What follows belongs to an exercise in optimizing a design on an open flow for small area; a production flow would make more cautious choices. At most, simulation tests tie the RTL to the original design; equivalence was not proved. The RTL of run 2 was laid out without a check of its function. Power and IR drop assume default switching activity.

## flow/design.v (module list and top-level ports; edited modules follow where they fit)
// module secure_xfer_engine: 1944 lines
module secure_xfer_engine (
    input  logic        clk,
    input  logic        rst,
    input  logic        wr_valid,
    input  logic [15:0] wr_key,
    input  logic [9:0]  wr_addr,
    input  logic [31:0] wr_data,
    output logic        wr_ready,
    output logic        mem_valid,
    output logic [31:0] mem_data,
    input  logic        mem_ready,
    input  logic        rd_valid,
    input  logic [15:0] rd_key,
    input  logic [9:0]  rd_addr,
    input  logic [31:0] rd_data,
    output logic        rd_ready,
    output logic        reg_valid,
    output logic [31:0] reg_data,
    input  logic        reg_ready,
    output logic        locked,
    output logic [1:0]  key_err,
    output logic [15:0] acc_cnt,
    output logic [15:0] rej_cnt
);
  // ...
==> flow/flow/run.sh <==
#!/bin/bash
# Standard layout, except: Yosys synth runs without its early "abc -fast"
# (so the full-adder extraction sees the logic as written), the port
# buffers use the smallest buffer cell, and CTS adds no dummy loads.
set -euo pipefail
export SYNTH_ARGS="-noabc"
export BUFFER_PORTS_ARGS="-buffer_cell sky130_fd_sc_hd__buf_1"
export CTS_ARGS="-sink_clustering_enable -repair_clock_nets -dont_use_dummy_load"
bash standard.sh finish > standard_finish.log 2>&1
==> flow/standard.sh <==
#!/bin/bash
# synth_recipe.tcl (not shown) runs the flow's synth.tcl, then flattens the netlist and writes it again
# the make line also repeats each setting of config.mk as NAME=value (left out here)
make -C /OpenROAD-flow-scripts/flow DESIGN_CONFIG=/design/flow/config.mk WORK_HOME=/design/flow/orfs CLKGATE_MAP_FILE= SYNTH_SCRIPT=/design/flow/synth_recipe.tcl "${@:-finish}"
==> flow/config.mk <==
export PLATFORM = sky130hd
export DESIGN_NAME = secure_xfer_engine
export DESIGN_NICKNAME = secure_xfer_engine
export VERILOG_FILES = /design/flow/design.v
export SDC_FILE = /design/flow/constraint.sdc
export NUM_CORES = 4
export LEC_CHECK = 0
export ABC_AREA = 1
export CAP_MARGIN = 20
export CORE_MARGIN = 2
export CORE_UTILIZATION = 85
export PLACE_DENSITY = 0.92
export SLEW_MARGIN = 20
==> flow/constraint.sdc <==
create_clock -name core_clock -period 30.0 [get_ports {clk}]
set_input_delay 6.0000 -clock core_clock [delete_from_list [all_inputs] [get_ports {clk}]]
set_output_delay 6.0000 -clock core_clock [all_outputs]
set_load 0.01 [all_outputs]
==> run summary, run 1 <==
Crit path top cell by count fa_1; Clock-cell share 0.0112; CTS Hold Bufs 0; top cells by count, synth nor2_1 (511), fa_1 (422), inv_1 (175); CP endpoint kind primary output; bufs w/o clock 239; area leader, netlist fa_1; CP max FO 32; sequential power share 0.437; clock buffers 9; ANT nets after route 0; setup violators final 0; WHS Path Cells 2; later-pin clock latency in the skew report 370 ps; DP Cell Count 2371; status finished clean; Synth Area in Simple Gates 0.182; die width 154 um; switching share of power 0.346; Power Internal 266 uW; Worst path depth 44; post-route worst setup slack 6950 ps; CP max-delay cell ha_1; Setup TNS 0 ps; GPL Wtd Cong 1.07; clk slew on worst S/H paths 70 ps; PortBufs 224; post-synthesis register bit count 109; uppermost routed layer met5; drt via density 7.33; Unique masters post-synth 33; Avg Inst Size Synth 9.68 um^2; DP Worst Slack 7750 ps; post-synthesis mux area share 0; leading power group registers; Startpoint Class flip-flop; Largest cell class multi-input gates; Worst path top cell family by delay adder cells; Max clock buf depth 2; Antenna diodes 6; largest net degree at the start of global routing 46
==> run 2: changes to the inputs <==
--- a/flow/design.v
+++ b/flow/design.v
@@ -22,16 +22,18 @@
     output logic [15:0] acc_cnt,
     output logic [15:0] rej_cnt
 );
     logic [3:0] lk_cnt;
     logic wr_fire, rd_fire, wr_kok, rd_kok;
     logic wr_good, wr_bad, rd_good, rd_bad;
     logic wr_big, rd_big;
     logic [31:0] wr_xf, wr_st, rd_q, rd_xf, rd_st;
+    logic [31:0] rd_stn;   
+    assign rd_st = ~rd_stn;
     logic wr_fl, wr_nz, rd_fl, rd_nz;
     assign wr_ready = !locked && (!mem_valid || mem_ready);
     assign rd_ready = !locked && (!reg_valid || reg_ready);
     assign wr_kok  = (wr_key == 16'h0032);
     assign rd_kok  = (rd_key == 16'h0032);
     assign wr_fire = wr_valid && wr_ready;
     assign rd_fire = rd_valid && rd_ready;
     assign wr_good = wr_fire && wr_kok;
@@ -1899,17 +1901,17 @@
             reg_valid <= 1'b1;
             rd_fl     <= rd_big;
             rd_nz     <= 1'b1;
         end else if (reg_ready) begin
             reg_valid <= 1'b0;
         end
     end
     always_ff @(posedge clk) begin
-        if (rd_good) rd_st <= rd_big ? rd_q : rd_data;
+        if (rd_good) rd_stn <= ~(rd_big ? rd_q : rd_data);
     end
     assign reg_data = rd_fl ? rd_xf : (rd_st & {32{rd_nz}});
     always_ff @(posedge clk or posedge rst) begin
         if (rst) key_err <= 2'b00;
         else     key_err <= {rd_bad, wr_bad};
     end
     logic [1:0]  n_good, n_bad;
     logic [16:0] acc_c, rej_c;
==> flow/flow/run.sh (replaced) <==
#!/bin/bash
# Layout flow: the standard layout (standard.sh) with these changes:
#  - Yosys synth runs without its early "abc -fast" (SYNTH_ARGS=-noabc), so
#    the full-adder extraction sees the adder logic as written;
#  - after synthesis, the logic other than full/half adders, flip-flops and
#    tie cells is mapped again with an area-oriented ABC script
#    (reopt.tcl); registers keep their cells and names;
#  - the port buffers use the smallest buffer cell;
#  - CTS adds no dummy loads and builds the tree from clkbuf_8, in
#    clusters of at most 12 sinks.
set -euo pipefail
export SYNTH_ARGS="-noabc"
export BUFFER_PORTS_ARGS="-buffer_cell sky130_fd_sc_hd__buf_1"
export CTS_ARGS="-sink_clustering_enable -repair_clock_nets -dont_use_dummy_load -sink_clustering_size 12 -buf_list sky130_fd_sc_hd__clkbuf_8"

bash standard.sh synth > standard_synth.log 2>&1

RES=orfs/results/$FLOW_PLATFORM/secure_xfer_engine/base
PLAT=$FLOW_HOME/platforms/$FLOW_PLATFORM
YOSYS=${YOSYS_EXE:-$FLOW_HOME/../tools/install/yosys/bin/yosys}
cp $RES/1_2_yosys.v $RES/1_2_yosys.standard.v
export REOPT_LIB=$PLAT/lib/sky130_fd_sc_hd__tt_025C_1v80.lib
export REOPT_IN=$RES/1_2_yosys.standard.v
export REOPT_OUT=$RES/1_2_yosys.reopt.v
export REOPT_TOP=$FLOW_TOP
export REOPT_ABC="+strash;dc2;dch,-f;amap;topo;dnsize"
export REOPT_DONT_USE=$(awk '/DONT_USE_CELLS \+=/{f=1} f{for(i=1;i<=NF;i++) if($i ~ /^sky130/) printf "-dont_use %s ", $i} f&&!/\\$/{f=0}' $PLAT/config.mk)
"$YOSYS" -c flow/reopt.tcl > reopt.log 2>&1
cp $REOPT_OUT $RES/1_2_yosys.v
rm -f $RES/1_synth.odb $RES/1_synth.sdc

bash standard.sh finish > standard_finish.log 2>&1
==> flow/flow/reopt.tcl (new file) <==
# Re-map the combinational logic of the standard synthesis netlist with an
# area-oriented ABC script. Full/half adders, flip-flops and tie cells are
# kept as they are (same instances, same names); every other cell is
# expanded to its liberty function and mapped again.
yosys read_liberty -ignore_miss_func $::env(REOPT_LIB)
yosys read_verilog $::env(REOPT_IN)
yosys hierarchy -top $::env(REOPT_TOP)
yosys setattr -mod -set keep_hierarchy 1 sky130_fd_sc_hd__fa_* sky130_fd_sc_hd__ha_* sky130_fd_sc_hd__df* sky130_fd_sc_hd__edf* sky130_fd_sc_hd__conb_1
yosys flatten
yosys opt_clean -purge
yosys abc -script $::env(REOPT_ABC) -liberty $::env(REOPT_LIB) {*}$::env(REOPT_DONT_USE) -D 30000 $::env(REOPT_TOP)
yosys opt_clean -purge
yosys select $::env(REOPT_TOP)
yosys rename -hide w:*.* w:*$*
yosys opt_clean -purge
yosys write_verilog -noattr -noexpr -selected $::env(REOPT_OUT)
==> run summary, run 2 <==
chip height 149 um (was 154 um); die width 149 um (was 154 um); GPL Wtd Cong 0.956 (was 1.07); Syn Nets 2401 (was 2644); Avg Inst Size Synth 10.4 um^2 (was 9.68 um^2); failing step global routing (5_1_grt); yosys warns 1 (unchanged); Max clock buf depth 2 (unchanged); cts bufs inserted 9 (unchanged); FP Rows 53 (was 54); post-CTS setup buffer count 0 (unchanged); CTS Hold Bufs 0 (unchanged); cells after synthesis 1723 (was 1966); DP Worst Slack 8400 ps (was 7750 ps); antenna violations before repair 6; post-CTS sizing 0 (unchanged); Final HPWL DP 41800 um (was 44600 um); largest net degree at the start of global routing 46; status did not finish (was finished clean); PortBufs 224 (unchanged); Initial Util 0.861 (was 0.870); H-Tree Depth 3 (unchanged); First Err [ERROR DPL-0033] detailed placement checks failed during check placement.; CTS Root Cell clkbuf_8 (was clkbuf_16); Synth Cell Area 18000 um^2 (was 19000 um^2); Ports 225 (unchanged)
==> run 2: power by group through the flow <==
stage | sequential, mW | clock (mW) | combinational [mW]
global placement | 0.182 | 0 | 0.0920
floorplan | 0.184 | 0 | 0.0658
CTS | 0.179 | 0.0772 | 0.110
detailed placement | 0.182 | 0 | 0.105
==> run 2: metrics by stage <==
stage	cells	utilization	instance area [um^2]
after detailed placement	2243	0.927	19400
after floorplan	1723	-	18000
after CTS	2252	0.933	19500
after global placement	2243	0.927	19400
==> run 2: worst min-delay path by stage <==
stage / startpoint / end / cells after the start
4_1_cts: rd_nz / rd_nz / 1
3_5_place_dp: rd_nz / rd_nz / 1
3_3_place_gp: rd_nz / rd_nz / 1
2_1_floorplan: rd_nz / rd_nz / 1

## port drivers added, routing unchanged
No port has a modelled driver above. Below, the same layout with a new extraction and two added sets of constraints. Step 1 assumes that a clkbuf_16 drives the clock port and a buf_2 every other input. Step 2 times the ports against the registers' clock, not the clock port: input delays grow and output delays shrink by t, the midpoint of the rising clock arrivals with the driver on. Slacks: no drivers / after step 1 / after step 2; pairs: no drivers / after step 1.
run: run 1
shift t [ns]: 0.392
setup WS [ns]: 6.947 / 6.912 / 7.304
worst setup path after step 2: register to output
worst slew at a driven data input, ns: 0.11
pins driven straight from the clock port: 1
After both steps setup and hold are still met in run 1. For run 1, drivers alone change the setup slack by -0.035 ns; drivers and shift together by +0.357 ns.
